This design comes from an exercise in tuning for small area, a short achievable clock period and few clock cycles per item on the open sky130 flow, not from production work. In this exercise RTL edits were held to simulation tests only and were not proved equivalent to the original. No activity file was given, so power comes from the tool's default toggle rates.

## constraint.sdc

```tcl
create_clock -name core_clock -period 8.0 [get_ports {clock}]
set_input_delay 1.6000 -clock core_clock [delete_from_list [all_inputs] [get_ports {clock}]]
set_output_delay 1.6000 -clock core_clock [all_outputs]
set_load 0.01 [all_outputs]
```

## design.v

```verilog
package bellmanFordPkg;
    typedef logic [8-1:0] nodeId_t;
    typedef logic signed [8-1:0] weight_t;
    typedef logic signed [16-1:0] distance_t;
    typedef logic [13-1:0] graphAddress_t;
    typedef logic [128-1:0] graphLine_t;
endpackage
module bellmanFordTop (
    input  logic                          clock,
    input  logic                          reset,
    input  logic                          start,
    input  bellmanFordPkg::nodeId_t       source,
    input  bellmanFordPkg::nodeId_t       destination,
    input  bellmanFordPkg::nodeId_t       nodeCount,
    output logic                          graphReadEnable,
    output bellmanFordPkg::graphAddress_t graphAddress,
    input  bellmanFordPkg::graphLine_t    graphData,
    output logic                          outWriteEnable,
    output bellmanFordPkg::graphAddress_t outAddress,
    output bellmanFordPkg::distance_t     outData,
    output logic                          busy,
    output logic                          finish,
    output logic                          negCycle
);
    localparam int NN = 31;
    localparam int DW = 13;
    localparam logic [5:0] PHASE1_NODES = 6'd60;
    typedef enum logic [2:0] {S_IDLE, S_RUN, S_PD, S_PN, S_PE, S_FIN} state_t;
    typedef enum logic [2:0] {F_WAIT, F_IDXW, F_IDX, F_ADJW, F_FIRST, F_LINE, F_GAP} fetch_t;
    typedef enum logic [1:0] {R_CONT, R_ADJY, R_IDX} req_t;
    state_t st;
    fetch_t fst;
    logic [4:0] srcR, dstR;
    logic [5:0] passCnt, passLimit;
    logic [5:0] bT, procCnt;
    logic       phase2;
    logic [DW-1:0] distT [1:NN];
    logic [4:0]    predT [1:NN];
    logic [NN:1]   reached;
    logic [NN:1]   dirty;
    logic                 aValid;
    logic [4:0]           pAddr, aProc;
    logic signed [7:0]    aW;
    logic                 bValid, bInit;
    logic [4:0]           bNode, bProc;
    logic signed [DW-1:0] bCand, bTD;
    logic                 bTR;
    logic                 cValid, cInit, cSupp;
    logic [4:0]           cNode, cProc;
    logic signed [DW-1:0] cCand;
    logic signed [DW-1:0] du, du2;
    logic                 duRd, du2Rd;
    logic [4:0]  xNode, yNode, curNode;
    logic        xPend, yPend, yPair, curIsX;
    logic [12:0] addrY;
    logic        issueY;
    logic [5:0]  pos;
    logic [1:0]  quiet, raiseWait;
    logic [2:0] slot;
    logic [7:0] rem;
    logic       reqPend;
    req_t       reqKind;
    logic [5:0] outCnt;
    logic signed [DW-1:0] pDist;
    logic [4:0]           pPred;
    logic                 pReached;
    assign pDist    = distT[pAddr];
    assign pPred    = predT[pAddr];
    assign pReached = reached[pAddr];
    logic improve, negDetect, fwdB, fwdC;
    logic [NN:1] cSel;
    always_comb
        for (int i = 1; i <= NN; i++)
            cSel[i] = cNode == 5'(i);
    assign improve = bValid && (bInit || !bTR || (bCand < bTD));
    assign negDetect = bValid && !bInit && (bCand < -13'sd960);
    assign fwdB = improve && (bNode == pAddr);
    assign fwdC = cValid && (cNode == pAddr);
    logic signed [DW-1:0] fDist;
    logic                 fReached;
    assign fDist    = fwdB ? bCand : fwdC ? cCand : pDist;
    assign fReached = fwdB || fwdC || pReached;
    logic [NN:1] geM, ltM, mM, oh1, m2M, oh2;
    logic        anyGe, anyD;
    logic [4:0]  n1, n2;
    logic [4:0]  sel1R, sel2R;
    logic [NN:1] sel1OH, sel2OH;
    logic        selAny, selPair, selWrap, selDirty;
    logic [NN:1] elig;
    logic [5:0]  bucket [1:NN];
    logic [NN:1] mR;
    logic        below2;
    logic        mWrap, mDirty;
    always_comb
    begin
        for (int i = 1; i <= NN; i++)
        begin
            bucket[i] = distT[i][DW-1] ? 6'd0
                      : (distT[i][11] || distT[i][10]) ? 6'd63 : distT[i][9:4];
            elig[i] = dirty[i] && (phase2 || bucket[i] <= bT);
            geM[i] = elig[i] && (6'(i) >= pos);
            ltM[i] = elig[i] && (6'(i) < pos);
        end
        anyGe = |geM;
        anyD  = |dirty;
        mM = anyGe ? geM : ltM;
    end
    always_ff @(posedge clock)
    begin
        mR <= mM;
        mWrap <= !anyGe;
        mDirty <= anyD;
    end
    always_comb
    begin
        for (int i = 1; i <= NN; i++)
        begin
            m2M[i] = 1'b0;
            below2 = 1'b0;
            for (int j = 1; j < i; j++)
                if (mR[j])
                begin
                    below2 = below2 || m2M[i];
                    m2M[i] = 1'b1;
                end
            oh1[i] = mR[i] && !m2M[i];
            oh2[i] = mR[i] && m2M[i] && !below2;
        end
        n1 = '0;
        n2 = '0;
        for (int i = 1; i <= NN; i++)
        begin
            if (oh1[i]) n1 = n1 | 5'(i);
            if (oh2[i]) n2 = n2 | 5'(i);
        end
    end
    always_ff @(posedge clock)
    begin
        sel1R <= n1;
        sel2R <= n2;
        sel1OH <= oh1;
        sel2OH <= oh2;
        selAny <= |mR;
        selDirty <= mDirty;
        selPair <= |oh2;
        selWrap <= mWrap;
    end
    logic lastInLine, nextLast;
    always_comb
    begin
        lastInLine = (rem <= 8'd1) || (slot == 3'd7);
        nextLast   = !lastInLine && ((rem == 8'd2) || (slot == 3'd6));
    end
    logic [4:0] slotNode;
    logic [7:0] slotW;
    always_comb
    begin
        slotNode = graphData[120 - 16*slot +: 5];
        slotW    = graphData[112 - 16*slot +: 8];
    end
    logic [7:0] lFirst;
    assign lFirst = graphData[119:112];
    logic drained, canIdx;
    logic issueCont, issueAdjY, issueIdx, negPass, doneNow, raiseT;
    always_comb
    begin
        drained = phase2;
        canIdx = selAny && (!selWrap || !drained || (fst == F_WAIT && quiet == 2'd3));
        issueCont = 1'b0;
        issueAdjY = 1'b0;
        issueIdx  = 1'b0;
        doneNow   = 1'b0;
        raiseT    = 1'b0;
        if (st == S_RUN)
        begin
            case (fst)
                F_LINE:
                    if (!reqPend && (nextLast || lastInLine))
                    begin
                        if (nextLast ? (rem != 8'd2) : (rem > 8'd1))
                            issueCont = 1'b1;
                        else if (curIsX && yPair)
                            issueAdjY = 1'b1;
                        else if (canIdx)
                            issueIdx = 1'b1;
                    end
                F_WAIT:
                    if (canIdx) issueIdx = 1'b1;
                    else if (!anyD && !aValid && !bValid && !cValid) doneNow = 1'b1;
                    else if (!phase2 && !selAny && selDirty && raiseWait == 2'd0) raiseT = 1'b1;
                default: ;
            endcase
        end
        negPass = issueIdx && selWrap && phase2 && (passCnt == passLimit);
    end
    logic issueNode;
    assign issueNode = issueIdx && !negPass;
    always_ff @(posedge clock)
    begin
        for (int i = 1; i <= NN; i++)
        begin
            if (cValid && cSel[i])
            begin
                distT[i] <= cCand;
                predT[i] <= cProc;
            end
        end
    end
    always_ff @(posedge clock)
    begin
        for (int i = 1; i <= NN; i++)
        begin
            if (st == S_IDLE)
            begin
                reached[i] <= 1'b0;
                dirty[i] <= 1'b0;
            end
            else
            begin
                if (cValid && cSel[i])
                    reached[i] <= 1'b1;
                if (issueNode && (sel1OH[i] || (selPair && sel2OH[i])))
                    dirty[i] <= 1'b0;
                else if (cValid && !cInit && !cSupp && cSel[i])
                    dirty[i] <= 1'b1;
            end
        end
    end
    always_ff @(posedge clock)
    begin
        if (reset)
        begin
            st <= S_IDLE;
            busy <= 1'b0;
            fst <= F_WAIT;
            graphReadEnable <= 1'b0;
            outWriteEnable <= 1'b0;
            finish <= 1'b0;
            negCycle <= 1'b0;
            aValid <= 1'b0;
            duRd <= 1'b0;
            du2Rd <= 1'b0;
            bValid <= 1'b0;
            bInit <= 1'b0;
            cValid <= 1'b0;
            cInit <= 1'b0;
            raiseWait <= 2'd0;
            reqPend <= 1'b0;
            xPend <= 1'b0;
            yPend <= 1'b0;
            yPair <= 1'b0;
            issueY <= 1'b0;
        end
        else
        begin
            graphReadEnable <= 1'b0;
            outWriteEnable <= 1'b0;
            finish <= 1'b0;
            issueY <= 1'b0;
            aValid <= 1'b0;
            duRd <= 1'b0;
            du2Rd <= 1'b0;
            pAddr <= slotNode;
            aW <= slotW;
            aProc <= curNode;
            bValid <= aValid;
            bInit <= 1'b0;
            bNode <= pAddr;
            bProc <= aProc;
            bCand <= du + {{(DW-8){aW[7]}}, aW};
            bTD <= fDist;
            bTR <= fReached;
            cValid <= improve;
            cInit <= bInit;
            cNode <= bNode;
            cProc <= bProc;
            cCand <= bCand;
            cSupp <= (xPend && bNode == xNode) || (yPend && bNode == yNode);
            if (duRd)
            begin
                du <= fDist;
                xPend <= 1'b0;
            end
            if (du2Rd)
                du2 <= fDist;
            else if (yPend && cValid && cNode == yNode)
                du2 <= cCand;
            if (quiet != 2'd3)
                quiet <= quiet + 2'd1;
            if (fst != F_WAIT || aValid || bValid || cValid)
                quiet <= 2'd0;
            case (st)
                S_IDLE:
                begin
                    fst <= F_WAIT;
                    if (start)
                    begin
                        srcR <= source[4:0];
                        dstR <= destination[4:0];
                        passLimit <= {1'b0, nodeCount[4:0]} + 6'd1;
                        bT <= 6'd1;
                        procCnt <= '0;
                        phase2 <= 1'b0;
                        negCycle <= 1'b0;
                        passCnt <= 6'd1;
                        bValid <= 1'b1;
                        bInit <= 1'b1;
                        bNode <= source[4:0];
                        bProc <= source[4:0];
                        bCand <= '0;
                        xNode <= source[4:0];
                        xPend <= 1'b0;
                        yPend <= 1'b0;
                        yPair <= 1'b0;
                        pos <= {1'b0, source[4:0]} + 6'd1;
                        graphReadEnable <= 1'b1;
                        graphAddress <= bellmanFordPkg::graphAddress_t'(source[4:0]);
                        reqPend <= 1'b0;
                        fst <= F_IDXW;
                        st <= S_RUN;
                        busy <= 1'b1;
                    end
                end
                S_RUN:
                begin
                    if (issueNode)
                    begin
                        graphReadEnable <= 1'b1;
                        graphAddress <= bellmanFordPkg::graphAddress_t'(sel1R);
                        xNode <= sel1R;
                        xPend <= 1'b1;
                        yNode <= sel2R;
                        yPend <= selPair;
                        yPair <= selPair;
                        issueY <= selPair;
                        pos <= (selPair ? {1'b0, sel2R} : {1'b0, sel1R}) + 6'd1;
                        if (selWrap && phase2)
                            passCnt <= passCnt + 6'd1;
                        if (!phase2)
                            procCnt <= procCnt + 6'd1;
                        if (!phase2 && procCnt == PHASE1_NODES)
                        begin
                            phase2 <= 1'b1;
                            passCnt <= 6'd1;
                        end
                    end
                    if (raiseWait != 2'd0)
                        raiseWait <= raiseWait - 2'd1;
                    if (raiseT)
                    begin
                        raiseWait <= 2'd3;
                        if (bT != 6'd63)
                            bT <= bT + 6'd1;
                    end
                    if (issueY)
                    begin
                        graphReadEnable <= 1'b1;
                        graphAddress <= bellmanFordPkg::graphAddress_t'(yNode);
                    end
                    if (issueCont)
                    begin
                        graphReadEnable <= 1'b1;
                        graphAddress <= graphAddress + 13'd1;
                    end
                    if (issueAdjY)
                    begin
                        graphReadEnable <= 1'b1;
                        graphAddress <= addrY;
                    end
                    case (fst)
                        F_WAIT:
                            if (issueIdx) fst <= F_IDXW;
                        F_IDXW:
                            fst <= F_IDX;
                        F_IDX:
                        begin
                            graphReadEnable <= 1'b1;
                            graphAddress <= graphData[13-1:0];
                            pAddr <= yNode;
                            du2Rd <= 1'b1;
                            fst <= F_ADJW;
                        end
                        F_ADJW:
                        begin
                            addrY <= graphData[13-1:0];
                            pAddr <= xNode;
                            duRd <= 1'b1;
                            curNode <= xNode;
                            curIsX <= 1'b1;
                            slot <= 3'd1;
                            fst <= F_FIRST;
                        end
                        F_FIRST:
                        begin
                            aValid <= lFirst != 8'd0;
                            rem <= (lFirst == 8'd0) ? 8'd0 : lFirst - 8'd1;
                            slot <= 3'd2;
                            if (!curIsX)
                            begin
                                du <= (improve && bNode == yNode) ? bCand
                                    : (cValid && cNode == yNode) ? cCand : du2;
                                yPend <= 1'b0;
                            end
                            fst <= F_LINE;
                        end
                        F_GAP:
                        begin
                            if (reqKind == R_ADJY)
                            begin
                                curNode <= yNode;
                                curIsX <= 1'b0;
                                yPair <= 1'b0;
                                slot <= 3'd1;
                                fst <= F_FIRST;
                            end
                            else
                                fst <= F_LINE;
                        end
                        F_LINE:
                        begin
                            aValid <= rem != 8'd0;
                            if (rem != 8'd0)
                                rem <= rem - 8'd1;
                            slot <= slot + 3'd1;
                            if (nextLast && (issueCont || issueAdjY || issueIdx))
                            begin
                                reqPend <= 1'b1;
                                reqKind <= issueCont ? R_CONT : issueAdjY ? R_ADJY : R_IDX;
                            end
                            if (lastInLine)
                            begin
                                reqPend <= 1'b0;
                                slot <= 3'd0;
                                if (reqPend)
                                begin
                                    case (reqKind)
                                        R_CONT: fst <= F_LINE;
                                        R_ADJY:
                                        begin
                                            curNode <= yNode;
                                            curIsX <= 1'b0;
                                            yPair <= 1'b0;
                                            slot <= 3'd1;
                                            fst <= F_FIRST;
                                        end
                                        default: fst <= F_IDX;
                                    endcase
                                end
                                else if (issueCont || issueAdjY)
                                begin
                                    reqKind <= issueCont ? R_CONT : R_ADJY;
                                    fst <= F_GAP;
                                end
                                else if (issueIdx)
                                    fst <= F_IDXW;
                                else
                                    fst <= F_WAIT;
                            end
                        end
                        default:
                            fst <= F_WAIT;
                    endcase
                    if (doneNow)
                    begin
                        pAddr <= dstR;
                        st <= S_PD;
                    end
                    if (negDetect || negPass)
                    begin
                        negCycle <= 1'b1;
                        finish <= 1'b1;
                        graphReadEnable <= 1'b0;
                        aValid <= 1'b0;
                        bValid <= 1'b0;
                        cValid <= 1'b0;
                        fst <= F_WAIT;
                        st <= S_FIN;
                    end
                end
                S_PD:
                begin
                    pAddr <= pAddr;
                    outWriteEnable <= 1'b1;
                    outCnt <= 6'd0;
                    outAddress <= '0;
                    outData <= pReached ? {{(16-DW){pDist[DW-1]}}, pDist} : 16'hFFFF;
                    if (pReached)
                        st <= S_PN;
                    else
                    begin
                        finish <= 1'b1;
                        st <= S_FIN;
                    end
                end
                S_PN:
                begin
                    outWriteEnable <= 1'b1;
                    outCnt <= outCnt + 6'd1;
                    outAddress <= bellmanFordPkg::graphAddress_t'(outCnt + 6'd1);
                    outData <= 16'(pAddr);
                    if (pAddr == srcR)
                        st <= S_PE;
                    else
                        pAddr <= pPred;
                end
                S_PE:
                begin
                    outWriteEnable <= 1'b1;
                    outCnt <= outCnt + 6'd1;
                    outAddress <= bellmanFordPkg::graphAddress_t'(outCnt + 6'd1);
                    outData <= 16'hFFFF;
                    finish <= 1'b1;
                    st <= S_FIN;
                end
                default:
                begin
                    st <= S_IDLE;
                    busy <= 1'b0;
                end
            endcase
        end
    end
endmodule
```

## run.sh

```bash
#!/bin/bash
# synth_recipe.tcl (not shown) runs the flow's synth.tcl, then flattens the netlist and writes it again
# the make line also repeats each setting of config.mk as NAME=value (left out here)
make -C /OpenROAD-flow-scripts/flow DESIGN_CONFIG=/design/flow/config.mk WORK_HOME=/design/flow/orfs CLKGATE_MAP_FILE= SYNTH_SCRIPT=/design/flow/synth_recipe.tcl finish
```

## config.mk

```make
export PLATFORM = sky130hd
export DESIGN_NAME = bellmanFordTop
export DESIGN_NICKNAME = bellmanFordTop
export VERILOG_FILES = /design/flow/design.v
export SDC_FILE = /design/flow/constraint.sdc
export NUM_CORES = 4
export LEC_CHECK = 0
export CAP_MARGIN = 20
export CORE_MARGIN = 2
export CORE_UTILIZATION = 40
export SETUP_SLACK_MARGIN = 4.0
export SLEW_MARGIN = 20
export TNS_END_PERCENT = 100
```

==> results of run 1 <==
==> power breakdown <==
group	leakage, nW	switching [mW]	total [mW]	internal, mW
combinational	9.62	1.81	2.80	0.996
sequential	8.71	0.203	5.97	5.77
clock	1.78	2.14	5.15	3.00
==> state kept, by name (all words and copies together) (netlist names), 13 cells and up <==
| name | cells |
|---|---|
| outData | 13 |
| sel1OH | 31 |
| addrY | 13 |
| du2 | 13 |
| bTD | 13 |
| reached | 31 |
| sel2OH | 30 |
| bCand | 13 |
| mR | 31 |
| cCand | 13 |
| predT | 155 |
| du | 13 |
| distT | 403 |
| graphAddress | 13 |
| dirty | 31 |
==> stage by stage <==
| stage | setup WS [ns] | instances |
|---|---|---|
| 5_1_grt | 3.85 | 5913 |
| 6_report | 3.95 | 5916 |
| 4_1_cts | 3.95 | 5870 |
| 3_5_place_dp | 2.82 | 5663 |
| 3_3_place_gp | 2.76 | 5663 |
| 2_1_floorplan | 4.11 | 4099 |
==> cells by family after synthesis <==
kind of cell / after synthesis
simple gates: 1402
flops: 976
compound gates: 913
buf+inv: 312
fa+ha+maj: 236
mux: 153
xor+xnor: 101
other cells: 1
==> layer usage <==
metal,track usage [%],part of all wire [%],up-vias
met1,37.3,40,18290
met3,5.52,11,390
met4,11.2,4.5,8
met2,43.9,45,2195
li1,-,-,15934
met5,0,0.032,-
==> cell type report <==
class / count / area, µm² / share of cell area (%)
multi-input combinational: 2813 / 19900 / 35.4
inverter: 70 / 285 / 0.509
timing repair buffer: 324 / 3000 / 5.35
antenna: 3 / 7.51 / 0.0134
tap: 1536 / 1920 / 3.43
clock buffer: 125 / 2890 / 5.15
sequential: 976 / 27400 / 48.8
clock inverter: 69 / 752 / 1.34
==> final timing paths <==
check | endpoint | cells after the start
worst max-delay path | du2[11]$_DFFE_PP_ | 10
worst min-delay path | selDirty$_DFF_P_ | 0
worst max register to register | du2[11]$_DFFE_PP_ | 10
worst min register to register | selDirty$_DFF_P_ | 0
==> worst max-delay path: stages (launching register included) <==
cell                        delay (ns)
sky130_fd_sc_hd__edfxtp_1         0.41
sky130_fd_sc_hd__buf_12           0.23
sky130_fd_sc_hd__and2_1           0.31
sky130_fd_sc_hd__and3_1           0.43
sky130_fd_sc_hd__buf_4            0.31
sky130_fd_sc_hd__a2111oi_2        0.38
sky130_fd_sc_hd__nor4b_4          0.39
sky130_fd_sc_hd__a41oi_2          0.30
sky130_fd_sc_hd__mux2_2           0.34
sky130_fd_sc_hd__mux2_2           0.30
sky130_fd_sc_hd__mux2_2           0.27
==> cells in the final DEF, fill, tap and decap left out, types with 42 or more instances in the layout <==
cell,Yosys,final
sky130_fd_sc_hd__a21o_1,47,47
sky130_fd_sc_hd__a21oi_1,227,219
sky130_fd_sc_hd__a221oi_1,70,61
sky130_fd_sc_hd__a22o_1,57,57
sky130_fd_sc_hd__a22oi_1,115,112
sky130_fd_sc_hd__and3_1,42,42
sky130_fd_sc_hd__buf_4,14,141
sky130_fd_sc_hd__clkbuf_16,0,112
sky130_fd_sc_hd__clkdlybuf4s50_1,0,161
sky130_fd_sc_hd__dfxtp_1,195,195
sky130_fd_sc_hd__edfxtp_1,781,781
sky130_fd_sc_hd__ha_1,232,231
sky130_fd_sc_hd__inv_1,68,62
sky130_fd_sc_hd__mux2_2,53,53
sky130_fd_sc_hd__mux2i_1,67,67
sky130_fd_sc_hd__nand2_1,165,165
sky130_fd_sc_hd__nand3_1,104,103
sky130_fd_sc_hd__nor2_1,650,628
sky130_fd_sc_hd__nor2b_1,51,51
sky130_fd_sc_hd__nor3_1,101,88
sky130_fd_sc_hd__o21ai_0,91,87
sky130_fd_sc_hd__xnor2_1,52,52
sky130_fd_sc_hd__xor2_1,48,48
==> timing repair <==
action / CTS / global route
endpoints found under the setup margin: 77 / 68
cloned: 0 / 3
gates resized for setup: 60 / 60
setup buffers: 13 / 35
pin swaps: 6 / 14
==> key figures, run 1 <==
Timing
  – Highest achievable clock rate: 0.247 GHz
  – Hold slack: 0.332 ns
  – Crit share post-route: 50.6%
  – Actual transition at the worst max-transition pin: 1.21 ns
  – Hold Violations, Final: 0
  – RSZ-0062 raised after global routing: yes
  – Max transition margin: 19.5%
  – Min cycle time layout: 4.05 ns
  – Total setup violations reported at the end of the flow: 0
  – Max-slew violations: 0
  – Fin Clk Skew: 0.0405 ns
  – Total Negative Setup Slacks: 0 ns

Hold path
  – Type of the tightest min-delay check: flip-flop to flip-flop
  – Source of the worst hold timing path: mDirty$_DFF_P_

Placement
  – Placer congestion estimate: 0.981
  – Port Buf Inserts: 162
  – Dpl hpwl: 119000 µm
  – Post-DP Area: 51400 µm²

Global routing
  – Antenna violations before repair: 10
  – Aggregate global routing overflow: 0
  – Number of global-route vias before repair: 34708
  – Aggregate global-route resource usage: 27.7%
  – Pin count of the biggest net entering global routing: 77
  – Global-route wire length before repair: 245000 µm

Critical path
  – Critical Path Source Type: flip-flop
  – First element of the critical path: pAddr[3]$_DFFE_PP_
  – Category of the critical setup timing path: flip-flop to flip-flop
  – Sort of element at the end of the critical path: flip-flop
  – Required arrival time at the worst endpoint: 8.46 ns
  – Critical register-to-register path startpoint: pAddr[3]$_DFFE_PP_
  – Worst path arrival time: 4.51 ns
  – Max Fanout on Critical Path: 76
  – Register-to-register setup slack: 3.95 ns

Synthesis
  – Sequential element share of the synthesized area: 57.4%
  – Largest cells by area after synthesis: sky130_fd_sc_hd__edfxtp_1 49%, sky130_fd_sc_hd__dfxtp_1 8.2%, sky130_fd_sc_hd__ha_1 6.1%, sky130_fd_sc_hd__nor2_1 5.1%, sky130_fd_sc_hd__a21oi_1 2.4%
  – Synth cell count leaders: 781 x sky130_fd_sc_hd__edfxtp_1, 650 x sky130_fd_sc_hd__nor2_1, 232 x sky130_fd_sc_hd__ha_1, 227 x sky130_fd_sc_hd__a21oi_1, 195 x sky130_fd_sc_hd__dfxtp_1
  – Top flip-flop cell by instance count after synthesis: sky130_fd_sc_hd__edfxtp_1
  – Number of register bits inferred by synthesis: 976
  – Dominant combinational cell family by area after synthesis: simple AND/OR/NAND/NOR gates
  – Fraction of the mapped netlist area in adder cells: 6.19%
  – Number of unique standard cell types used by synthesis: 104
  – Post-synthesis mux area share: 4.22%
  – Synthesized instance count: 4094
  – Post-Synth Simple-Gate Area: 14.2%
  – Top-count cell post-synth: sky130_fd_sc_hd__edfxtp_1
  – Average cell area after synthesis: 11.6 µm²
  – Synthesis warning total: 22
  – Post-synthesis compound-gate area fraction: 13.4%
  – Share of synthesized registers carrying an async set or reset: 0%
  – Area share of the leading cell type in the synthesized netlist: 49.2%
  – Cell taking the most area after synthesis: sky130_fd_sc_hd__edfxtp_1
  – Combined area of all synthesized cells: 47700 µm²
  – EDFF count, synth: 781
  – Synth Area in XOR/XNOR: 1.87%

Clock network
  – Latest clock arrival within the worst-skew pair: 0.71 ns
  – Clock transition at path regs: 0.06 ns
  – Total clock sinks: 976
  – Num CTS Buffers: 103
  – Post-CTS Hold Buffers: 0
  – CTS root buffer: sky130_fd_sc_hd__clkbuf_16
  – Clock tree from TritonCTS: built
  – Total number of H-tree levels: 3
  – Max clock buf depth: 3

Floorplan
  – Die outline area: 122000 µm²
  – Die extent in x: 349 µm
  – Number of core rows: 126
  – Effective utilization at floorplan: 40.3%
  – Die height: 349 µm
  – Standard cell core area: 118000 µm²
  – IO Pins: 202

Job
  – Max-cap violations: 0

Drt
  – Detailed-router iteration count before antenna repair: 8
  – Number of nets with antenna violations after routing: 0
  – Wire length after detailed routing: 174000 µm
  – Via-to-Cell Ratio: 6.22
  – Number of vias after detailed routing: 36817
  – Drt initial violations: 4724
  – DRC violation count after routing: 0
  – Average wire length per cell after detail routing: 29.3 µm

Layout
  – Fraction of final layout cells with drive strength greater than 1: 13.7%
  – Share of the core filled with cells in the final layout: 47.4%
  – Area overhead of the layout relative to synthesis: 17.6%
  – Fill cell instance count of the final layout: 10623
  – Number of nets at the end of the flow: 4676
  – Post-route cell area: 56100 µm²

Power
  – Static Leak: 20.1 nW
  – Largest voltage drop on the vdd net: 0.000187 V
  – PnR Total Power: 13.9 mW
  – Pwr/cell area: 248 nW/µm²

Run status
  – Status: no timing/DRC/antenna violations
Testbench counts, summed over its fixed seeds: cycles 17,922, queries 96.
==> run 2: changes to the inputs <==
--- a/config.mk
+++ b/config.mk
@@ -5,9 +5,10 @@
 export SDC_FILE = /design/flow/constraint.sdc
 export NUM_CORES = 4
 export LEC_CHECK = 0
+export ABC_AREA = 1
 export CAP_MARGIN = 20
 export CORE_MARGIN = 2
 export CORE_UTILIZATION = 40
-export SETUP_SLACK_MARGIN = 4.0
+export SETUP_SLACK_MARGIN = 5.0
 export SLEW_MARGIN = 20
 export TNS_END_PERCENT = 100
==> run 2 against run 1 <==
First-iteration DRC count fell by 2.3%. Global-route usage rose by 0.28 points. Combinational power grew 110%. Flip-flop and latch count unchanged. Largest cell class unchanged. Largest power group unchanged.
==> key figures, run 2 <==
Run status
  – Status: no timing/DRC/antenna violations

Layout
  – Top register by number of flip-flops: distT
  – Area taken by multi-input logic gates: 19400 µm²
  – Area overhead of the layout relative to synthesis: 28.3%
  – Total area of sequential cells: 27400 µm²
  – Fill cell instance count of the final layout: 10428
  – Share of the core filled with cells in the final layout: 51.5%
  – Highest-count cells in the layout ignoring fill and taps: 781 x sky130_fd_sc_hd__edfxtp_1, 613 x sky130_fd_sc_hd__inv_1, 566 x sky130_fd_sc_hd__nand2_1, 446 x sky130_fd_sc_hd__nor2_1, 377 x sky130_fd_sc_hd__a21oi_1
  – Fraction of final layout cells with drive strength greater than 1: 19.4%
  – Number of nets at the end of the flow: 5669
  – Largest register FFs: 403
  – Commonest non-fill, non-tap cell in the layout: sky130_fd_sc_hd__edfxtp_1
  – Top flop regs: distT x403, predT x155
  – Post-route cell area: 60600 µm²

Global routing
  – Pin count of the biggest net entering global routing: 52
  – Aggregate global-route resource usage: 28.0%
  – Global-route wire length before repair: 249000 µm
  – Aggregate global routing overflow: 0
  – Antenna violations before repair: 5
  – Number of global-route vias before repair: 37241

Power
  – Largest voltage drop on the vdd net: 0.000195 V
  – Static Leak: 24.1 nW
  – Pwr/cell area: 281 nW/µm²
  – PnR Total Power: 17.0 mW

Synthesis
  – Number of unique standard cell types used by synthesis: 64
  – Synth cell count leaders: 781 x sky130_fd_sc_hd__edfxtp_1, 657 x sky130_fd_sc_hd__inv_1, 606 x sky130_fd_sc_hd__nand2_1, 520 x sky130_fd_sc_hd__nor2_1, 423 x sky130_fd_sc_hd__a21oi_1
  – Number of register bits inferred by synthesis: 976
  – Average cell area after synthesis: 10.0 µm²
  – Cell taking the most area after synthesis: sky130_fd_sc_hd__edfxtp_1
  – Combined area of all synthesized cells: 47200 µm²
  – Top-count cell post-synth: sky130_fd_sc_hd__edfxtp_1
  – Largest cells by area after synthesis: sky130_fd_sc_hd__edfxtp_1 50%, sky130_fd_sc_hd__dfxtp_1 8.3%, sky130_fd_sc_hd__ha_1 6.1%, sky130_fd_sc_hd__inv_1 5.2%, sky130_fd_sc_hd__nand2_1 4.8%
  – Sequential element share of the synthesized area: 57.9%
  – Synthesized instance count: 4720
  – EDFF count, synth: 781
  – Area share of the leading cell type in the synthesized netlist: 49.6%
  – Top flip-flop cell by instance count after synthesis: sky130_fd_sc_hd__edfxtp_1
  – Synthesis warning total: 22
  – Share of synthesized registers carrying an async set or reset: 0%

Timing
  – Crit share post-route: 46.4%
  – Min cycle time layout: 3.71 ns
  – Total Negative Setup Slacks: 0 ns
  – RSZ-0062 raised after global routing: yes
  – Max-slew violations: 0
  – Fin Clk Skew: 0.0344 ns
  – Total setup violations reported at the end of the flow: 0
  – Actual transition at the worst max-transition pin: 1.17 ns
  – Hold Violations, Final: 0
  – Max transition margin: 21.7%
  – Highest achievable clock rate: 0.270 GHz

Floorplan
  – Effective utilization at floorplan: 40.2%
  – Die height: 348 µm
  – Number of core rows: 126
  – Die extent in x: 348 µm
  – Standard cell core area: 118000 µm²
  – IO Pins: 202
  – Die outline area: 121000 µm²

Clock network
  – Max clock buf depth: 3
  – Num CTS Buffers: 105
  – Latest clock arrival within the worst-skew pair: 0.73 ns
  – Total clock sinks: 976
  – Clock transition at path regs: 0.06 ns
  – CTS root buffer: sky130_fd_sc_hd__clkbuf_16
  – Total number of H-tree levels: 3
  – Clock tree from TritonCTS: built

Critical path
  – Category of the critical setup timing path: flip-flop to flip-flop
  – Required arrival time at the worst endpoint: 8.63 ns
  – Sort of element at the end of the critical path: flip-flop
  – Max Fanout on Critical Path: 11
  – Worst path arrival time: 4.34 ns
  – Critical Path Source Type: flip-flop

Placement
  – Dpl hpwl: 117000 µm
  – Placer congestion estimate: 0.989
  – Post-DP Area: 51100 µm²
  – Port Buf Inserts: 162

Drt
  – Detailed-router iteration count before antenna repair: 6
  – DRC violation count after routing: 0
  – Number of nets with antenna violations after routing: 0
  – Wire length after detailed routing: 177000 µm
  – Via-to-Cell Ratio: 5.77
  – Average wire length per cell after detail routing: 25.6 µm
  – Number of vias after detailed routing: 39870
  – Drt initial violations: 4617

Hold path
  – Type of the tightest min-delay check: flip-flop to flip-flop

Job
  – Max-cap violations: 0
[run 2: cell types whose count changed after synthesis, moves of 67 or more]
cell,before,now
sky130_fd_sc_hd__mux2i_1,67,0
sky130_fd_sc_hd__a22oi_1,115,17
sky130_fd_sc_hd__nand2_1,165,606
sky130_fd_sc_hd__a21oi_1,227,423
sky130_fd_sc_hd__nor2_1,650,520
sky130_fd_sc_hd__o21ai_0,91,301
sky130_fd_sc_hd__inv_1,68,657
[run 2: layer usage]
layer | track usage, % | share of wire, %
met3 | 5.40 | 10
met1 | 38.3 | 40
met2 | 42.9 | 44
met4 | 13.2 | 5.4
met5 | 0 | 0.0074
[run 2: where the power goes]
| group | internal (mW) | switching, mW | total, mW |
|---|---|---|---|
| logic | 2.35 | 3.65 | 5.99 |
| registers | 5.93 | 0.224 | 6.16 |
| clock network | 2.76 | 2.12 | 4.87 |
| total | 11.0 | 5.99 | 17.0 |
[run 2: final cells by class]
type | instances | area share, %
sequential | 976 | 45.1
multi-input combinational | 2939 | 32.0
timing repair buffer | 577 | 9.50
clock buffer | 130 | 4.64
inverter | 679 | 4.54
tap | 1536 | 3.17
clock inverter | 64 | 0.985
timing repair inverter | 3 | 0.0516
antenna | 2 | 0.00826
[run 2: worst paths after layout]
path,from,end,slack [ns],cells past startpoint
worst max register to register,bT[3]$_SDFFCE_PN0P_,mR[28]$_DFF_P_,4.29,15
worst min-delay path,mDirty$_DFF_P_,selDirty$_DFF_P_,0.33,0
worst min register to register,mDirty$_DFF_P_,selDirty$_DFF_P_,0.33,0
worst max-delay path,bT[3]$_SDFFCE_PN0P_,mR[28]$_DFF_P_,4.29,15
[run 2: kinds of logic (layout without fill, tap and decap cells)]
group,count (synthesis),after routing,synth area share [%]
other,1,8,0.00794
xor gates and xnor gates,32,32,0.593
AOI/OAI and AO/OA,1174,1174,15.1
DFF,976,976,57.9
adders and majority gates,233,233,6.19
and+or+nand+nor,1491,1494,13.7
buffers and inverters,813,1453,6.55
[run 2: worst max-delay path: stages (launching register included)]
cell,delay [ns]
sky130_fd_sc_hd__edfxtp_1,0.40
sky130_fd_sc_hd__clkinvlp_4,0.19
sky130_fd_sc_hd__buf_12,0.18
sky130_fd_sc_hd__buf_12,0.16
sky130_fd_sc_hd__ha_4,0.27
sky130_fd_sc_hd__a21oi_1,0.06
sky130_fd_sc_hd__o211ai_1,0.51
sky130_fd_sc_hd__a21oi_2,0.23
sky130_fd_sc_hd__nand2_1,0.18
sky130_fd_sc_hd__o21ai_2,0.08
sky130_fd_sc_hd__or4_4,0.58
sky130_fd_sc_hd__nor4_4,0.24
sky130_fd_sc_hd__nand2_4,0.17
sky130_fd_sc_hd__inv_4,0.13
sky130_fd_sc_hd__nand3b_1,0.10
sky130_fd_sc_hd__nand2_2,0.12
[run 2: timing repair]
action	CTS	global route
endpoints found under the setup margin	314	204
resized for setup	629	237
pin swaps	145	139
hold buffers	0	0
gates cloned	12	6
setup buffers	213	96
[run 2: through the flow]
step / setup slack [ns] / hold slack, ns / cells
3_5_place_dp: 2.97 / 0.319 / 6378
2_1_floorplan: 4.76 / 0.310 / 4725
6_report: 4.29 / 0.326 / 6906
3_3_place_gp: 3.02 / 0.317 / 6375
4_1_cts: 4.39 / 0.328 / 6797
5_1_grt: 4.27 / 0.333 / 6906
==> run 3: changes to the inputs <==
--- a/config.mk
+++ b/config.mk
@@ -5,7 +5,6 @@
 export SDC_FILE = /design/flow/constraint.sdc
 export NUM_CORES = 4
 export LEC_CHECK = 0
-export ABC_AREA = 1
 export CAP_MARGIN = 20
 export CORE_MARGIN = 2
 export CORE_UTILIZATION = 40
==> run 3 against run 2 <==
First-iteration DRC count up 17%. Die area up 0.95%. Critical path type unchanged. Via count down 2.4%. Combinational power down 35%. Maximum frequency up 1.1%. Highest routed layer unchanged. Sequential power down 3%. Still clean.
==> key figures, run 3 <==
Layout
  – Fraction of final layout cells with drive strength greater than 1: 26.5%
  – Area taken by multi-input logic gates: 22100 µm²
  – Total area of sequential cells: 27400 µm²
  – Number of antenna repair diodes: 0
  – Number of nets at the end of the flow: 4977
  – Top flop regs: distT x403, predT x155
  – Largest register FFs: 403
  – Final non-filler cell total: 6210
  – Fill cell instance count of the final layout: 10072
  – Highest-count cells in the layout ignoring fill and taps: 781 x sky130_fd_sc_hd__edfxtp_1, 598 x sky130_fd_sc_hd__nor2_1, 305 x sky130_fd_sc_hd__buf_4, 215 x sky130_fd_sc_hd__ha_1, 179 x sky130_fd_sc_hd__a21oi_1
  – Top register by number of flip-flops: distT
  – Area overhead of the layout relative to synthesis: 29.3%
  – Commonest non-fill, non-tap cell in the layout: sky130_fd_sc_hd__edfxtp_1
  – Post-route cell area: 61600 µm²

Clock network
  – Clock tree from TritonCTS: built
  – Latest clock arrival within the worst-skew pair: 0.74 ns
  – Max clock buf depth: 3
  – CTS root buffer: sky130_fd_sc_hd__clkbuf_16
  – Total number of H-tree levels: 3
  – Clock transition at path regs: 0.07 ns
  – Total clock sinks: 976
  – Num CTS Buffers: 101

Critical path
  – Category of the critical setup timing path: flip-flop to flip-flop
  – Register-to-Register Path Depth: 13
  – Max Fanout on Critical Path: 8
  – Destination of the worst register-to-register timing path: mR[17]$_DFF_P_
  – Worst path arrival time: 4.26 ns
  – Critical register-to-register path startpoint: distT[10][11]$_DFFE_PP_
  – Critical Path Source Type: flip-flop
  – Required arrival time at the worst endpoint: 8.59 ns
  – Register-to-register setup slack: 4.33 ns
  – Sort of element at the end of the critical path: flip-flop

Global routing
  – Global-route wire length before repair: 261000 µm
  – Number of global-route vias before repair: 36503
  – Antenna violations before repair: 4
  – Pin count of the biggest net entering global routing: 81
  – Aggregate global-route resource usage: 29.8%
  – Aggregate global routing overflow: 0

Placement
  – Post-DP Area: 51700 µm²
  – Placed Cells incl. Taps: 5657
  – Dpl hpwl: 119000 µm
  – Port Buf Inserts: 162
  – Placer congestion estimate: 0.980

Drt
  – DRC violation count after routing: 0
  – Detailed-router iteration count before antenna repair: 5
  – Number of vias after detailed routing: 38923
  – Drt initial violations: 5399
  – Via-to-Cell Ratio: 6.27
  – Number of nets with antenna violations after routing: 0
  – Wire length after detailed routing: 189000 µm
  – Average wire length per cell after detail routing: 30.4 µm

Timing
  – Fin Clk Skew: 0.0677 ns
  – Hold Violations, Final: 0
  – Max transition margin: 26.9%
  – Max-slew violations: 0
  – Total setup violations reported at the end of the flow: 0
  – Actual transition at the worst max-transition pin: 1.09 ns
  – Min cycle time layout: 3.67 ns
  – Total Negative Setup Slacks: 0 ns
  – Crit share post-route: 45.9%
  – Highest achievable clock rate: 0.272 GHz
  – RSZ-0062 raised after global routing: yes

Floorplan
  – Die outline area: 122000 µm²
  – Die extent in x: 349 µm
  – Effective utilization at floorplan: 40.3%
  – Number of core rows: 126
  – Die height: 349 µm
  – Standard cell core area: 118000 µm²
  – IO Pins: 202

Synthesis
  – EDFF count, synth: 781
  – Largest cells by area after synthesis: sky130_fd_sc_hd__edfxtp_1 49%, sky130_fd_sc_hd__dfxtp_1 8.2%, sky130_fd_sc_hd__ha_1 6.1%, sky130_fd_sc_hd__nor2_1 5.1%, sky130_fd_sc_hd__a21oi_1 2.4%
  – Synthesized instance count: 4094
  – Top flip-flop cell by instance count after synthesis: sky130_fd_sc_hd__edfxtp_1
  – Synthesis warning total: 22
  – Synth cell count leaders: 781 x sky130_fd_sc_hd__edfxtp_1, 650 x sky130_fd_sc_hd__nor2_1, 232 x sky130_fd_sc_hd__ha_1, 227 x sky130_fd_sc_hd__a21oi_1, 195 x sky130_fd_sc_hd__dfxtp_1
  – Sequential element share of the synthesized area: 57.4%
  – Number of register bits inferred by synthesis: 976
  – Average cell area after synthesis: 11.6 µm²
  – Top-count cell post-synth: sky130_fd_sc_hd__edfxtp_1
  – Cell taking the most area after synthesis: sky130_fd_sc_hd__edfxtp_1
  – Share of synthesized registers carrying an async set or reset: 0%
  – Area share of the leading cell type in the synthesized netlist: 49.2%
  – Number of unique standard cell types used by synthesis: 104
  – Combined area of all synthesized cells: 47700 µm²

Power
  – Pwr/cell area: 241 nW/µm²
  – Largest voltage drop on the vdd net: 0.000168 V
  – Static Leak: 22.6 nW

Hold path
  – Source of the worst hold timing path: mDirty$_DFF_P_
  – Type of the tightest min-delay check: flip-flop to flip-flop
  – Worst hold path cell count: 0
  – End point of the worst hold path: selDirty$_DFF_P_

Job
  – Max-cap violations: 0

Run status
  – Status: no timing/DRC/antenna violations
-- run 3: changes by cell type in the layout (fill, tap and decap cells not counted), moves of 47 or more --
cell | before | now
sky130_fd_sc_hd__nor2_1 | 446 | 598
sky130_fd_sc_hd__nand2_1 | 566 | 158
sky130_fd_sc_hd__nor3_1 | 34 | 81
sky130_fd_sc_hd__a21oi_1 | 377 | 179
sky130_fd_sc_hd__o21ai_0 | 240 | 73
sky130_fd_sc_hd__o211ai_1 | 68 | 13
sky130_fd_sc_hd__o22ai_1 | 56 | 8
sky130_fd_sc_hd__mux2i_1 | 0 | 57
sky130_fd_sc_hd__a22oi_1 | 13 | 93
sky130_fd_sc_hd__inv_1 | 613 | 56
-- run 3: layer usage --
metal | track usage [%] | vias to the layer above | share of wire, %
met5 | 0 | - | 0.042
met4 | 14.8 | 6 | 6.1
met3 | 7.17 | 582 | 12
met2 | 46.5 | 2631 | 44
met1 | 38.8 | 19146 | 37
li1 | - | 16558 | -
-- run 3: where the power goes --
group	internal (mW)	total, mW	switching, mW
registers	5.77	5.96	0.198
logic	1.65	3.91	2.26
clock network	2.81	4.95	2.15
-- run 3: worst max-delay path by stage --
stage                     depth (start not counted)                to                    start
after floorplan                                   4  pos[0]$_DFFE_PP_                    reset
after global placement                           11   du[4]$_DFFE_PN_       pAddr[0]$_DFFE_PP_
after detailed placement                         11   du[4]$_DFFE_PN_       pAddr[0]$_DFFE_PP_
after CTS                                        14    mR[17]$_DFF_P_  distT[20][10]$_DFFE_PP_
after global routing                             13    mR[17]$_DFF_P_   distT[1][11]$_DFFE_PP_
final                                            13    mR[17]$_DFF_P_  distT[10][11]$_DFFE_PP_
-- run 3: final cells by class --
type	instances	share of cell area, %
Timing Repair inverter	1	0.0122
Multi-Input combinational cell	2815	35.9
Clock inverter	51	0.952
Clock buffer	137	4.68
Sequential cell	976	44.4
Tap cell	1536	3.12
Inverter	70	0.516
Timing Repair Buffer	624	10.4
-- run 3: cell families (layout without fill, tap and decap cells) --
| kind of cell | count (synthesis) | count (layout) | share of synthesized area [%] |
|---|---|---|---|
| AO/OA/AOI/OAI | 913 | 914 | 13.4 |
| XOR/XNOR | 101 | 101 | 1.87 |
| adder cells (fa/ha/maj) | 236 | 236 | 6.19 |
| buffers and inverters | 312 | 883 | 2.72 |
| flip-flops | 976 | 976 | 57.4 |
| multiplexers | 153 | 153 | 4.22 |
| other | 1 | 6 | 0.00786 |
| AND/OR/NAND/NOR | 1402 | 1405 | 14.2 |
-- run 3: timing repair --
action,in CTS,in global routing
endpoints found under the setup margin,286,250
gates cloned,15,7
resized for setup,593,257
buffers inserted,248,92
hold buffers,0,0
pin swaps,153,142
-- run 3: critical path: stages, from the launching register on --
cell	delay, ns
sky130_fd_sc_hd__edfxtp_1	0.44
sky130_fd_sc_hd__or2_4	0.36
sky130_fd_sc_hd__nor2_2	0.22
sky130_fd_sc_hd__nor2_1	0.11
sky130_fd_sc_hd__ha_1	0.32
sky130_fd_sc_hd__and3b_1	0.16
sky130_fd_sc_hd__o21ai_0	0.13
sky130_fd_sc_hd__a22oi_2	0.31
sky130_fd_sc_hd__nor2_2	0.09
sky130_fd_sc_hd__a211oi_2	0.23
sky130_fd_sc_hd__o2bb2a_4	0.15
sky130_fd_sc_hd__nor2_2	0.07
sky130_fd_sc_hd__or4_4	0.71
sky130_fd_sc_hd__a211oi_2	0.22
-- run 3: metrics by stage --
step | hold WS [ns] | worst slack [ns] | util [%] | power [mW]
final | 0.328 | 4.33 | 52.1 | 14.8
after global routing | 0.337 | 4.29 | 52.1 | 15.2
after CTS | 0.328 | 4.34 | 50.5 | 14.4
after detailed placement | 0.314 | 2.99 | 43.7 | 8.68
after global placement | 0.310 | 2.92 | 43.7 | 8.64
after floorplan | 0.310 | 4.35 | - | 7.56
==> run 4: changes to the inputs <==
--- a/design.v
+++ b/design.v
@@ -24,7 +24,7 @@
 );
     localparam int NN = 31;
     localparam int DW = 13;
-    localparam logic [5:0] PHASE1_NODES = 6'd60;
+    localparam logic [5:0] FREE_ROUNDS = 6'd8;
     typedef enum logic [2:0] {S_IDLE, S_RUN, S_PD, S_PN, S_PE, S_FIN} state_t;
     typedef enum logic [2:0] {F_WAIT, F_IDXW, F_IDX, F_ADJW, F_FIRST, F_LINE, F_GAP} fetch_t;
     typedef enum logic [1:0] {R_CONT, R_ADJY, R_IDX} req_t;
@@ -32,8 +32,6 @@
     fetch_t fst;
     logic [4:0] srcR, dstR;
     logic [5:0] passCnt, passLimit;
-    logic [5:0] bT, procCnt;
-    logic       phase2;
     logic [DW-1:0] distT [1:NN];
     logic [4:0]    predT [1:NN];
     logic [NN:1]   reached;
@@ -45,9 +43,6 @@
     logic [4:0]           bNode, bProc;
     logic signed [DW-1:0] bCand, bTD;
     logic                 bTR;
-    logic                 cValid, cInit, cSupp;
-    logic [4:0]           cNode, cProc;
-    logic signed [DW-1:0] cCand;
     logic signed [DW-1:0] du, du2;
     logic                 duRd, du2Rd;
     logic [4:0]  xNode, yNode, curNode;
@@ -55,7 +50,7 @@
     logic [12:0] addrY;
     logic        issueY;
     logic [5:0]  pos;
-    logic [1:0]  quiet, raiseWait;
+    logic [1:0]  quiet;
     logic [2:0] slot;
     logic [7:0] rem;
     logic       reqPend;
@@ -67,64 +62,46 @@
     assign pDist    = distT[pAddr];
     assign pPred    = predT[pAddr];
     assign pReached = reached[pAddr];
-    logic improve, negDetect, fwdB, fwdC;
-    logic [NN:1] cSel;
+    logic wrEn, negDetect, fwd;
+    logic [NN:1] bSel;
     always_comb
         for (int i = 1; i <= NN; i++)
-            cSel[i] = cNode == 5'(i);
-    assign improve = bValid && (bInit || !bTR || (bCand < bTD));
+            bSel[i] = bNode == 5'(i);
+    assign wrEn = bValid && (bInit || !bTR || (bCand < bTD));
     assign negDetect = bValid && !bInit && (bCand < -13'sd960);
-    assign fwdB = improve && (bNode == pAddr);
-    assign fwdC = cValid && (cNode == pAddr);
+    assign fwd = wrEn && (bNode == pAddr);
     logic signed [DW-1:0] fDist;
     logic                 fReached;
-    assign fDist    = fwdB ? bCand : fwdC ? cCand : pDist;
-    assign fReached = fwdB || fwdC || pReached;
+    assign fDist    = fwd ? bCand : pDist;
+    assign fReached = fwd || pReached;
     logic [NN:1] geM, ltM, mM, oh1, m2M, oh2;
     logic        anyGe, anyD;
     logic [4:0]  n1, n2;
     logic [4:0]  sel1R, sel2R;
     logic [NN:1] sel1OH, sel2OH;
-    logic        selAny, selPair, selWrap, selDirty;
-    logic [NN:1] elig;
-    logic [5:0]  bucket [1:NN];
-    logic [NN:1] mR;
-    logic        below2;
-    logic        mWrap, mDirty;
+    logic        selAny, selPair, selWrap;
     always_comb
     begin
         for (int i = 1; i <= NN; i++)
         begin
-            bucket[i] = distT[i][DW-1] ? 6'd0
-                      : (distT[i][11] || distT[i][10]) ? 6'd63 : distT[i][9:4];
-            elig[i] = dirty[i] && (phase2 || bucket[i] <= bT);
-            geM[i] = elig[i] && (6'(i) >= pos);
-            ltM[i] = elig[i] && (6'(i) < pos);
+            geM[i] = dirty[i] && (6'(i) >= pos);
+            ltM[i] = dirty[i] && (6'(i) < pos);
         end
         anyGe = |geM;
         anyD  = |dirty;
         mM = anyGe ? geM : ltM;
-    end
-    always_ff @(posedge clock)
-    begin
-        mR <= mM;
-        mWrap <= !anyGe;
-        mDirty <= anyD;
-    end
-    always_comb
-    begin
         for (int i = 1; i <= NN; i++)
         begin
-            m2M[i] = 1'b0;
-            below2 = 1'b0;
+            oh1[i] = mM[i];
             for (int j = 1; j < i; j++)
-                if (mR[j])
-                begin
-                    below2 = below2 || m2M[i];
-                    m2M[i] = 1'b1;
-                end
-            oh1[i] = mR[i] && !m2M[i];
-            oh2[i] = mR[i] && m2M[i] && !below2;
+                if (mM[j]) oh1[i] = 1'b0;
+        end
+        m2M = mM & ~oh1;
+        for (int i = 1; i <= NN; i++)
+        begin
+            oh2[i] = m2M[i];
+            for (int j = 1; j < i; j++)
+                if (m2M[j]) oh2[i] = 1'b0;
         end
         n1 = '0;
         n2 = '0;
@@ -140,10 +117,9 @@
         sel2R <= n2;
         sel1OH <= oh1;
         sel2OH <= oh2;
-        selAny <= |mR;
-        selDirty <= mDirty;
-        selPair <= |oh2;
-        selWrap <= mWrap;
+        selAny <= anyD;
+        selPair <= |m2M;
+        selWrap <= !anyGe;
     end
     logic lastInLine, nextLast;
     always_comb
@@ -161,16 +137,15 @@
     logic [7:0] lFirst;
     assign lFirst = graphData[119:112];
     logic drained, canIdx;
-    logic issueCont, issueAdjY, issueIdx, negPass, doneNow, raiseT;
+    logic issueCont, issueAdjY, issueIdx, negPass, doneNow;
     always_comb
     begin
-        drained = phase2;
-        canIdx = selAny && (!selWrap || !drained || (fst == F_WAIT && quiet == 2'd3));
+        drained = passCnt >= FREE_ROUNDS;
+        canIdx = selAny && (!selWrap || !drained || (fst == F_WAIT && quiet == 2'd2));
         issueCont = 1'b0;
         issueAdjY = 1'b0;
         issueIdx  = 1'b0;
         doneNow   = 1'b0;
-        raiseT    = 1'b0;
         if (st == S_RUN)
         begin
             case (fst)
@@ -186,12 +161,11 @@
                     end
                 F_WAIT:
                     if (canIdx) issueIdx = 1'b1;
-                    else if (!anyD && !aValid && !bValid && !cValid) doneNow = 1'b1;
-                    else if (!phase2 && !selAny && selDirty && raiseWait == 2'd0) raiseT = 1'b1;
+                    else if (!anyD && !aValid && !bValid) doneNow = 1'b1;
                 default: ;
             endcase
         end
-        negPass = issueIdx && selWrap && phase2 && (passCnt == passLimit);
+        negPass = issueIdx && selWrap && (passCnt == passLimit);
     end
     logic issueNode;
     assign issueNode = issueIdx && !negPass;
@@ -199,10 +173,10 @@
     begin
         for (int i = 1; i <= NN; i++)
         begin
-            if (cValid && cSel[i])
+            if (wrEn && bSel[i])
             begin
-                distT[i] <= cCand;
-                predT[i] <= cProc;
+                distT[i] <= bCand;
+                predT[i] <= bProc;
             end
         end
     end
@@ -217,11 +191,13 @@
             end
             else
             begin
-                if (cValid && cSel[i])
+                if (wrEn && bSel[i])
                     reached[i] <= 1'b1;
                 if (issueNode && (sel1OH[i] || (selPair && sel2OH[i])))
                     dirty[i] <= 1'b0;
-                else if (cValid && !cInit && !cSupp && cSel[i])
+                else if (wrEn && !bInit && bSel[i]
+                         && !(xPend && xNode == 5'(i))
+                         && !(yPend && yNode == 5'(i)))
                     dirty[i] <= 1'b1;
             end
         end
@@ -242,9 +218,6 @@
             du2Rd <= 1'b0;
             bValid <= 1'b0;
             bInit <= 1'b0;
-            cValid <= 1'b0;
-            cInit <= 1'b0;
-            raiseWait <= 2'd0;
             reqPend <= 1'b0;
             xPend <= 1'b0;
             yPend <= 1'b0;
@@ -270,12 +243,6 @@
             bCand <= du + {{(DW-8){aW[7]}}, aW};
             bTD <= fDist;
             bTR <= fReached;
-            cValid <= improve;
-            cInit <= bInit;
-            cNode <= bNode;
-            cProc <= bProc;
-            cCand <= bCand;
-            cSupp <= (xPend && bNode == xNode) || (yPend && bNode == yNode);
             if (duRd)
             begin
                 du <= fDist;
@@ -283,11 +250,11 @@
             end
             if (du2Rd)
                 du2 <= fDist;
-            else if (yPend && cValid && cNode == yNode)
-                du2 <= cCand;
-            if (quiet != 2'd3)
+            else if (yPend && wrEn && bNode == yNode)
+                du2 <= bCand;
+            if (quiet != 2'd2)
                 quiet <= quiet + 2'd1;
-            if (fst != F_WAIT || aValid || bValid || cValid)
+            if (fst != F_WAIT || aValid || bValid)
                 quiet <= 2'd0;
             case (st)
                 S_IDLE:
@@ -297,10 +264,7 @@
                     begin
                         srcR <= source[4:0];
                         dstR <= destination[4:0];
-                        passLimit <= {1'b0, nodeCount[4:0]} + 6'd1;
-                        bT <= 6'd1;
-                        procCnt <= '0;
-                        phase2 <= 1'b0;
+                        passLimit <= {1'b0, nodeCount[4:0]} + FREE_ROUNDS;
                         negCycle <= 1'b0;
                         passCnt <= 6'd1;
                         bValid <= 1'b1;
@@ -334,23 +298,8 @@
                         yPair <= selPair;
                         issueY <= selPair;
                         pos <= (selPair ? {1'b0, sel2R} : {1'b0, sel1R}) + 6'd1;
-                        if (selWrap && phase2)
+                        if (selWrap)
                             passCnt <= passCnt + 6'd1;
-                        if (!phase2)
-                            procCnt <= procCnt + 6'd1;
-                        if (!phase2 && procCnt == PHASE1_NODES)
-                        begin
-                            phase2 <= 1'b1;
-                            passCnt <= 6'd1;
-                        end
-                    end
-                    if (raiseWait != 2'd0)
-                        raiseWait <= raiseWait - 2'd1;
-                    if (raiseT)
-                    begin
-                        raiseWait <= 2'd3;
-                        if (bT != 6'd63)
-                            bT <= bT + 6'd1;
                     end
                     if (issueY)
                     begin
@@ -397,8 +346,7 @@
                             slot <= 3'd2;
                             if (!curIsX)
                             begin
-                                du <= (improve && bNode == yNode) ? bCand
-                                    : (cValid && cNode == yNode) ? cCand : du2;
+                                du <= (wrEn && bNode == yNode) ? bCand : du2;
                                 yPend <= 1'b0;
                             end
                             fst <= F_LINE;
@@ -472,7 +420,6 @@
                         graphReadEnable <= 1'b0;
                         aValid <= 1'b0;
                         bValid <= 1'b0;
-                        cValid <= 1'b0;
                         fst <= F_WAIT;
                         st <= S_FIN;
                     end
--- a/config.mk
+++ b/config.mk
@@ -7,7 +7,7 @@
 export LEC_CHECK = 0
 export CAP_MARGIN = 20
 export CORE_MARGIN = 2
-export CORE_UTILIZATION = 40
+export CORE_UTILIZATION = 55
 export SETUP_SLACK_MARGIN = 5.0
 export SLEW_MARGIN = 20
 export TNS_END_PERCENT = 100
==> run 4 against run 3 <==
Synthesized area fell by 17%. Critical path type unchanged. Critical path depth rose by 5. Worst hold slack improved by 0.073 ns.
==> key figures, run 4 <==
Layout
  – Fraction of final layout cells with drive strength greater than 1: 37.5%
  – Top flop regs: distT x403, predT x155
  – Area overhead of the layout relative to synthesis: 44.5%
  – Share of the core filled with cells in the final layout: 80.0%
  – Commonest non-fill, non-tap cell in the layout: sky130_fd_sc_hd__edfxtp_1
  – Top register by number of flip-flops: distT
  – Largest register FFs: 403
  – Highest-count cells in the layout ignoring fill and taps: 744 x sky130_fd_sc_hd__edfxtp_1, 313 x sky130_fd_sc_hd__buf_4, 164 x sky130_fd_sc_hd__nor2_1, 164 x sky130_fd_sc_hd__buf_6, 153 x sky130_fd_sc_hd__dfxtp_1
  – Number of nets at the end of the flow: 4013

Synthesis
  – Top flip-flop cell by instance count after synthesis: sky130_fd_sc_hd__edfxtp_1
  – Fraction of the mapped netlist area in adder cells: 1.44%
  – Post-synthesis compound-gate area fraction: 15.2%
  – Dominant combinational cell family by area after synthesis: compound AO/OA/AOI/OAI gates
  – Top-count cell post-synth: sky130_fd_sc_hd__edfxtp_1
  – Sequential element share of the synthesized area: 64.6%
  – Cell taking the most area after synthesis: sky130_fd_sc_hd__edfxtp_1
  – Synthesis warning total: 21
  – EDFF count, synth: 744
  – Synthesized instance count: 3031
  – Share of synthesized registers carrying an async set or reset: 0%
  – Synth cell count leaders: 744 x sky130_fd_sc_hd__edfxtp_1, 261 x sky130_fd_sc_hd__nor2_1, 172 x sky130_fd_sc_hd__a22oi_1, 157 x sky130_fd_sc_hd__dfxtp_1, 155 x sky130_fd_sc_hd__a21oi_1
  – Largest cells by area after synthesis: sky130_fd_sc_hd__edfxtp_1 57%, sky130_fd_sc_hd__dfxtp_1 8.0%, sky130_fd_sc_hd__a22oi_1 3.3%, sky130_fd_sc_hd__nor2_1 2.5%, sky130_fd_sc_hd__a21oi_1 2.0%
  – Number of unique standard cell types used by synthesis: 101
  – Post-Synth Simple-Gate Area: 10.6%
  – Combined area of all synthesized cells: 39400 µm²
  – Area share of the leading cell type in the synthesized netlist: 56.6%
  – Number of register bits inferred by synthesis: 901
  – Post-synthesis mux area share: 4.08%
  – Average cell area after synthesis: 13.0 µm²
  – Synth Area in XOR/XNOR: 1.64%

Hold path
  – Type of the tightest min-delay check: flip-flop to flip-flop
  – Worst hold path cell count: 0
  – Source of the worst hold timing path: curNode[0]$_DFFE_PP_
  – End point of the worst hold path: aProc[0]$_DFFE_PN_

Critical path
  – Worst path arrival time: 4.75 ns
  – Category of the critical setup timing path: flip-flop to flip-flop
  – Max Fanout on Critical Path: 5
  – Critical Path Source Type: flip-flop
  – Destination of the worst register-to-register timing path: sel2R[4]$_SDFF_PP1_
  – Critical register-to-register path startpoint: pos[2]$_DFFE_PP_
  – Register-to-register setup slack: 3.76 ns
  – Register-to-Register Path Depth: 18
  – Sort of element at the end of the critical path: flip-flop
  – Required arrival time at the worst endpoint: 8.51 ns

Floorplan
  – Number of core rows: 98
  – Effective utilization at floorplan: 55.4%
  – IO Pins: 202
  – Die outline area: 73900 µm²
  – Die height: 272 µm
  – Standard cell core area: 71200 µm²
  – Die extent in x: 272 µm

Drt
  – Wire length after detailed routing: 182000 µm
  – Detailed-router iteration count before antenna repair: 10
  – Drt initial violations: 5743
  – Number of nets with antenna violations after routing: 0
  – Number of vias after detailed routing: 34682
  – DRC violation count after routing: 0
  – Via-to-Cell Ratio: 7.16
  – Average wire length per cell after detail routing: 37.7 µm

Clock network
  – CTS root buffer: sky130_fd_sc_hd__clkbuf_16
  – Num CTS Buffers: 92
  – Clock tree from TritonCTS: built
  – Clock transition at path regs: 0.06 ns
  – Max clock buf depth: 3
  – Total clock sinks: 901
  – Total number of H-tree levels: 3
  – Latest clock arrival within the worst-skew pair: 0.71 ns

Global routing
  – Aggregate global-route resource usage: 42.0%
  – Pin count of the biggest net entering global routing: 62
  – Antenna violations before repair: 15
  – Number of global-route vias before repair: 31373
  – Aggregate global routing overflow: 0
  – Global-route wire length before repair: 221000 µm

Power
  – Static Leak: 20.4 nW
  – Pwr/cell area: 245 nW/µm²
  – Largest voltage drop on the vdd net: 0.000207 V

Run status
  – Status: no timing/DRC/antenna violations

Timing
  – Hold slack: 0.401 ns
  – RSZ-0062 raised after global routing: yes
  – Total setup violations reported at the end of the flow: 0
  – Total Negative Setup Slacks: 0 ns
  – Actual transition at the worst max-transition pin: 1.35 ns
  – Crit share post-route: 53.0%
  – Min cycle time layout: 4.24 ns
  – Hold Violations, Final: 0
  – Fin Clk Skew: 0.0618 ns
  – Highest achievable clock rate: 0.236 GHz
  – Max-slew violations: 0
  – Max transition margin: 9.23%

Placement
  – Dpl hpwl: 82100 µm
  – Port Buf Inserts: 162
  – Placer congestion estimate: 0.965

Job
  – Max-cap violations: 0
run 4: cell count changes in the layout (fill, tap and decap cells not counted), sizes merged, moves of 31 or more:
cell    before  now
a21oi      228  158
a22oi      115  172
buf        469  657
dfxtp      195  157
edfxtp     781  744
ha         232   43
nor2       650  262
nor3       104   73
o21a        20   57
run 4: worst max path at each step:
stage,to,startpoint,cells after the start
2_1_floorplan,distT[12][0]$_DFFE_PP_,bCand[1]$_DFFE_PN_,12
3_3_place_gp,sel2R[2]$_SDFF_PP1_,pos[3]$_DFFE_PP_,12
3_5_place_dp,sel2R[4]$_SDFF_PP1_,pos[3]$_DFFE_PP_,13
4_1_cts,sel2R[4]$_SDFF_PP1_,pos[2]$_DFFE_PP_,15
5_1_grt,sel2R[2]$_SDFF_PP1_,pos[3]$_DFFE_PP_,17
6_report,sel2R[4]$_SDFF_PP1_,pos[2]$_DFFE_PP_,18
run 4: layout make-up:
cell class                 count  area (µm²)
multi-input combinational   1907       16900
fill                        3671       14200
timing repair inverter         2        16.3
sequential                   901       25500
timing repair buffer         842       10000
clock inverter                54         576
clock buffer                 117        2470
antenna                        4        10.0
tap                          950        1190
inverter                      68         292
run 4: report_power, final:
group          total [mW]  internal (mW)  switching (mW)
Combinational        3.83           1.57            2.27
Clock                4.52           2.46            2.06
Sequential           5.60           5.40           0.204
run 4: worst max-delay path: stages, from the launching register on:
cell and delay [ns]:
sky130_fd_sc_hd__edfxtp_1 0.48, sky130_fd_sc_hd__buf_6 0.14, sky130_fd_sc_hd__nand2_2 0.09, sky130_fd_sc_hd__or4_1 0.54
sky130_fd_sc_hd__a32oi_2 0.33, sky130_fd_sc_hd__nand4_1 0.18, sky130_fd_sc_hd__buf_6 0.18, sky130_fd_sc_hd__buf_6 0.13
sky130_fd_sc_hd__nor3_4 0.22, sky130_fd_sc_hd__buf_6 0.15, sky130_fd_sc_hd__o31ai_4 0.09, sky130_fd_sc_hd__buf_4 0.16
sky130_fd_sc_hd__and4_4 0.21, sky130_fd_sc_hd__buf_4 0.13, sky130_fd_sc_hd__buf_4 0.16, sky130_fd_sc_hd__xnor2_1 0.30
sky130_fd_sc_hd__nor3_4 0.08, sky130_fd_sc_hd__a311oi_4 0.35, sky130_fd_sc_hd__nand4_1 0.18
run 4: per-layer routing:
metal	GRT usage (%)	part of all wire, %
met1	52.7	31
met2	64.2	42
met3	12.6	16
met4	26.5	11
met5	0	0.14
run 4: what timing repair did:
action	4_1_cts	5_1_grt
gates cloned	43	24
setup buffers	367	191
pin swaps	208	216
resized for setup	745	370
setup endpoints to repair	989	853
hold buffers	0	0
run 4: kinds of logic (layout without fill, tap and decap cells):
logic type,Yosys count,in the layout
flip-flops,901,901
AND/OR/NAND/NOR,837,839
AO/OA/AOI/OAI,828,830
buffers and inverters,232,1083
multiplexers,113,113
XOR/XNOR,74,74
adder cells (fa/ha/maj),45,45
other,1,10
run 4: per-stage QoR:
| step | total power, mW | cells | instance area, µm² | setup WS [ns] |
|---|---|---|---|---|
| 5_1_grt | 14.2 | 4842 | 57000 | 3.72 |
| 3_5_place_dp | 7.74 | 4044 | 42700 | 2.33 |
| 4_1_cts | 13.0 | 4625 | 53300 | 3.91 |
| 3_3_place_gp | 7.69 | 4042 | 42600 | 2.40 |
| 2_1_floorplan | 6.91 | 3036 | 40100 | 4.17 |
| 6_report | 14.0 | 4845 | 57000 | 3.76 |
Testbench counts of run 4, summed over its fixed seeds: cycles 19,660, queries 96.

## afterwards: timing with drivers on the ports
Ports are ideal in the flow. The routed layouts listed here were re-timed in OpenROAD. Step 1 sets driving cells, clkbuf_16 on the clock port and buf_2 on the other inputs (assumed; they add their load-dependent delay and slew). Step 2, shift: input delay + t, output delay - t, t = (earliest + latest rising clock arrival at the registers) / 2. This alone moves slack from input paths to output paths. Slacks: no drivers / after step 1 / after step 2; pairs: no drivers / after step 1.
run | t (ns) | setup slack, ns | slew at the worst register clock pin (ns)
run 1 | 0.766 | 3.953 / 3.953 / 3.612 | 0.07 / 0.07
run 2 | 0.791 | 4.290 / 4.290 / 4.290 | 0.07 / 0.07
run 3 | 0.777 | 4.329 / 4.329 / 4.061 | 0.07 / 0.07
run 4 | 0.753 | 3.759 / 3.759 / 3.759 | 0.08 / 0.08
After both steps every run listed still meets setup and hold. For run 1, which loses most, drivers alone change the setup slack by 0.000 ns; drivers and shift together by -0.341 ns.
